What follows belongs to an exercise in optimizing a design on an open flow for small area, a short achievable clock period and few clock cycles per item; a production flow would make more cautious choices.
Function was checked by simulation only, so behaviour that the tests miss may differ from the original.
Power is estimated from default activity; no workload was simulated.

// ooo_core_top
module ooo_core_top (
    input  logic        clk,
    input  logic        rst,
    input  logic        in_valid,
    input  logic [2:0]  in_op,
    input  logic [4:0]  in_rd,
    input  logic [4:0]  in_rs1,
    input  logic [4:0]  in_rs2,
    input  logic [31:0] in_imm,
    input  logic        in_use_imm,
    output logic        in_ready,
    output logic        commit_valid,
    output logic [4:0]  commit_rd,
    output logic [31:0] commit_value,
    output logic [31:0] commit_seq
);
Size in the first run: about 4800 cells after synthesis.
==> flow/config.mk <==
export PLATFORM = sky130hd
export DESIGN_NAME = ooo_core_top
export DESIGN_NICKNAME = ooo_core_top
export VERILOG_FILES = /design/flow/design.v
export SDC_FILE = /design/flow/constraint.sdc
export NUM_CORES = 8
export LEC_CHECK = 0
export CAP_MARGIN = 20
export CORE_MARGIN = 2
export CORE_UTILIZATION = 65
export CTS_BUF_LIST = sky130_fd_sc_hd__clkbuf_16
export CTS_CLUSTER_DIAMETER = 80
export CTS_CLUSTER_SIZE = 20
export PLACE_DENSITY = 0.75
export SETUP_SLACK_MARGIN = 5
export SLEW_MARGIN = 20
export SYNTH_HIERARCHICAL = 1
==> flow/constraint.sdc <==
create_clock -name core_clock -period 9.0 [get_ports {clk}]
set_input_delay 1.8000 -clock core_clock [delete_from_list [all_inputs] [get_ports {clk}]]
set_output_delay 1.8000 -clock core_clock [all_outputs]
set_load 0.01 [all_outputs]
standard.sh (not shown) runs the stock make flow with config.mk's settings and CLKGATE_MAP_FILE= SYNTH_SCRIPT=/design/flow/synth_recipe.tcl, a recipe that flattens the netlist after the stock synthesis.
==> flow/flow/run.sh <==
#!/bin/bash
# The standard layout (the standard.sh, standard synthesis unchanged) with
# these changes to how the layout is made:
#  * before floorplanning, every combinational cell is set to its smallest
#    drive strength (flow/downsize.tcl); repair upsizes what the timing needs
#  * floorplanning removes synthesis buffers instead of repairing timing there
#  * ports are buffered with buf_2 (the default picks a delay cell); repair
#    resizes port buffers as the timing needs
# ORFS writes each step's log under orfs/logs/; make's own output goes to
# standard.log.
set -euo pipefail
here=$(pwd)
bash standard.sh SETUP_SLACK_MARGIN=6.1 REMOVE_ABC_BUFFERS=1 \
    PRE_FLOORPLAN_TCL="$here/flow/downsize.tcl" \
    BUFFER_PORTS_ARGS="-buffer_cell sky130_fd_sc_hd__buf_2" finish > standard.log 2>&1
==> flow/flow/downsize.tcl <==
# Set every combinational cell to the smallest drive strength of its kind; the
# flow's timing repair then upsizes only what the timing needs.
set block [ord::get_db_block]
set db [ord::get_db]
array set smallest {}
foreach lib [$db getLibs] {
  foreach m [$lib getMasters] {
    set n [$m getName]
    if {[regexp {^(sky130_fd_sc_hd__[a-z0-9]+)_([0-9]+)$} $n -> base sz]} {
      set lc [get_lib_cells -quiet $n]
      if {$lc eq ""} continue
      if {[get_property $lc dont_use]} continue
      set a [expr {[$m getWidth] * [$m getHeight]}]
      if {![info exists smallest($base)] || $a < [lindex $smallest($base) 1] ||
          ($a == [lindex $smallest($base) 1] && $sz == 1)} {
        set smallest($base) [list $n $a]
      }
    }
  }
}
set changed 0
foreach inst [$block getInsts] {
  set m [$inst getMaster]
  if {[$m isSequential]} continue
  set n [$m getName]
  if {![regexp {^(sky130_fd_sc_hd__[a-z0-9]+)_([0-9]+)$} $n -> base sz]} continue
  if {[string match "*clkbuf*" $base] || [string match "*conb*" $base]} continue
  if {![info exists smallest($base)]} continue
  set to [lindex $smallest($base) 0]
  if {$to ne $n} {
    replace_cell [$inst getName] $to
    incr changed
  }
}
puts "downsize: changed $changed instances"
The starting point produced a clean layout.
Testbench counts at the start, summed over its fixed seeds: cycles 16,024, items 16,000.
==> next run, changes <==
- CTS_CLUSTER_SIZE: 20 -> 24
What happened: Utilization came out lower by 0.36 points. Fmax is about the same. Area after synthesis is unchanged. Synthesized cell count does not change. Total power came out lower by 1.6%. Cell count hardly moves. Sequential cell count does not change. Die area stays the same. Global-route usage came out lower by 0.14 points.
==> next run, changes <==
--- a/flow/flow/run.sh
+++ b/flow/flow/run.sh
@@ -13 +13 @@
-bash standard.sh SETUP_SLACK_MARGIN=6.1 REMOVE_ABC_BUFFERS=1 \
+bash standard.sh SETUP_SLACK_MARGIN=6.25 REMOVE_ABC_BUFFERS=1 \
- CTS_CLUSTER_SIZE: 24 -> 20
=> The changed run passed the timing, DRC and antenna checks; combinational power goes up by about 3%; cell count goes up by about 0.7%; sequential share of layout area came out lower by 0.61 points; area after synthesis is unchanged; wire length goes up by 0.78%; via count barely changes; flip-flop and latch count stays the same; utilization grows by 1.1 points; setup slack improved by 7.1 ps; global-route usage grows by 0.17 points.

* * *

Another version of the RTL of ooo_core_top (not shown whole).
clock: 9.0 ns
lec_check: 0
cap_margin: 20
core_margin: 2
core_utilization: 65
cts_buf_list: sky130_fd_sc_hd__clkbuf_16
cts_cluster_diameter: 80
cts_cluster_size: 20
place_density: 0.75
setup_slack_margin: 5
slew_margin: 20
synth_hierarchical: 1
==> flow/flow/run.sh <==
#!/bin/bash
set -euo pipefail
here=$(pwd)
bash standard.sh SETUP_SLACK_MARGIN=6.2 REMOVE_ABC_BUFFERS=1 \
    PRE_FLOORPLAN_TCL="$here/flow/downsize.tcl" finish > standard.log 2>&1
Scripts as last shown in full above: flow/flow/downsize.tcl
The starting point produced a clean layout.
Testbench counts at the start, summed over its fixed seeds: cycles 16,024, items 16,000.
==> next run, changes <==
==> flow/flow/run.sh (replaced) <==
#!/bin/bash
set -euo pipefail
here=$(pwd)
bash standard.sh SETUP_SLACK_MARGIN=6.0 REMOVE_ABC_BUFFERS=1 \
    PRE_FLOORPLAN_TCL="$here/flow/downsize.tcl" finish > standard.log 2>&1
Result: The changed run finished clean. Non-clock buffer count went down by 34. Clock skew goes up by 4.7 ps. Worst setup slack got worse by 89 ps.

* * *

ooo_core_top, a different RTL version from the one above (not shown whole).
Size: ~4800 cells after synthesis, roughly 130 I/O pins, about 53000 µm² of cells after synthesis.
clock: 9.0 ns
lec_check: 0
cap_margin: 20
core_margin: 2
core_utilization: 65
cts_buf_list: sky130_fd_sc_hd__clkbuf_16
cts_cluster_diameter: 80
cts_cluster_size: 24
place_density: 0.75
setup_slack_margin: 5
slew_margin: 20
synth_hierarchical: 1
tns_end_percent: 50
==> flow/flow/run.sh <==
#!/bin/bash
# The standard layout (the standard.sh, standard synthesis unchanged) with
# these changes to how the layout is made:
#  * before floorplanning, every combinational cell is set to its smallest
#    drive strength (flow/downsize.tcl); repair upsizes what the timing needs
#  * floorplanning removes synthesis buffers instead of repairing timing there
#  * ports are buffered with buf_2 (the default picks a delay cell); repair
#    resizes port buffers as the timing needs
# ORFS writes each step's log under orfs/logs/; make's own output goes to
# standard.log.
set -euo pipefail
here=$(pwd)
bash standard.sh SETUP_SLACK_MARGIN=6.08 REMOVE_ABC_BUFFERS=1 \
    PRE_FLOORPLAN_TCL="$here/flow/downsize.tcl" \
    BUFFER_PORTS_ARGS="-buffer_cell sky130_fd_sc_hd__buf_2" finish > standard.log 2>&1
Scripts as last shown in full above: flow/flow/downsize.tcl
The baseline went through all stages and came out clean.
Testbench counts at the start, summed over its fixed seeds: cycles 16,024, items 16,000.
Rerun with:
--- a/flow/flow/run.sh
+++ b/flow/flow/run.sh
@@ -13 +13 @@
-bash standard.sh SETUP_SLACK_MARGIN=6.08 REMOVE_ABC_BUFFERS=1 \
+bash standard.sh SETUP_SLACK_MARGIN=6.15 REMOVE_ABC_BUFFERS=1 \
Settings changed: TNS_END_PERCENT 50 to not set.
The new run went through all stages and came out clean.
Via count stays flat.
Wire length hardly moves.
Sequential cell count is unchanged.
Sequential power barely changes.
Final cell count hardly moves.
Total power rises by 0.54%.
Critical path depth does not change.
Final area went up by 0.59%.
Utilization came out higher by 0.43 points.
Rerun with:
Settings changed: TNS_END_PERCENT set to 50.
Outcome: The changed run completed without violations; first-iteration DRC count came out lower by 0.66%; wire length barely changes; sequential power barely changes; synthesized area is unchanged; die area stays the same; maximum frequency hardly moves.

[port drivers added, routing unchanged]
The flow's constraints put no driver on any port. The routed layouts listed below were extracted and timed again, unchanged, in two steps.
Step 1 (the two cells are an assumption about what drives the block):
set clk [get_ports {clk}]
set_driving_cell -lib_cell sky130_fd_sc_hd__clkbuf_16 $clk
set_driving_cell -lib_cell sky130_fd_sc_hd__buf_2 [delete_from_list [all_inputs] $clk]
Step 2 also shifts input and output timing later by t, the mid clock arrival at the registers, as if the neighbouring blocks saw the same clock.
Three values: ideal ports, drivers, drivers and shift; two values: the first two.
| run | t, ns | slack for setup (ns) | worst hold slack (ns) | worst slew at a driven data input, ns | pins driven straight from the clock port |
|---|---|---|---|---|---|
| the first run of note 1 | 0.748 | 6.035 / 5.955 / 5.624 | 0.415 / 0.415 / 0.415 | 0.05 | 1 |
| the second run of note 1 | 0.738 | 6.032 / 5.956 / 5.715 | 0.409 / 0.409 / 0.409 | 0.05 | 1 |
| the third run of note 1 | 0.743 | 6.039 / 5.964 / 5.636 | 0.418 / 0.418 / 0.418 | 0.06 | 1 |
| the first run of note 2 | 0.743 | 5.950 / 5.877 / 5.840 | 0.413 / 0.413 / 0.413 | 0.06 | 1 |
| the second run of note 2 | 0.742 | 5.860 / 5.860 / 5.842 | 0.413 / 0.413 / 0.413 | 0.06 | 1 |
| the first run of note 3 | 0.738 | 6.024 / 5.952 / 5.673 | 0.421 / 0.421 / 0.421 | 0.04 | 1 |
| the second run of note 3 | 0.736 | 6.050 / 5.979 / 5.676 | 0.421 / 0.421 / 0.421 | 0.04 | 1 |
| the third run of note 3 | 0.736 | 6.056 / 5.986 / 5.649 | 0.422 / 0.422 / 0.422 | 0.04 | 1 |
After both steps every run listed still meets setup and hold. The setup slack of the first run of note 1, which loses most, moves by -0.080 ns with the drivers and by -0.411 ns with both steps.
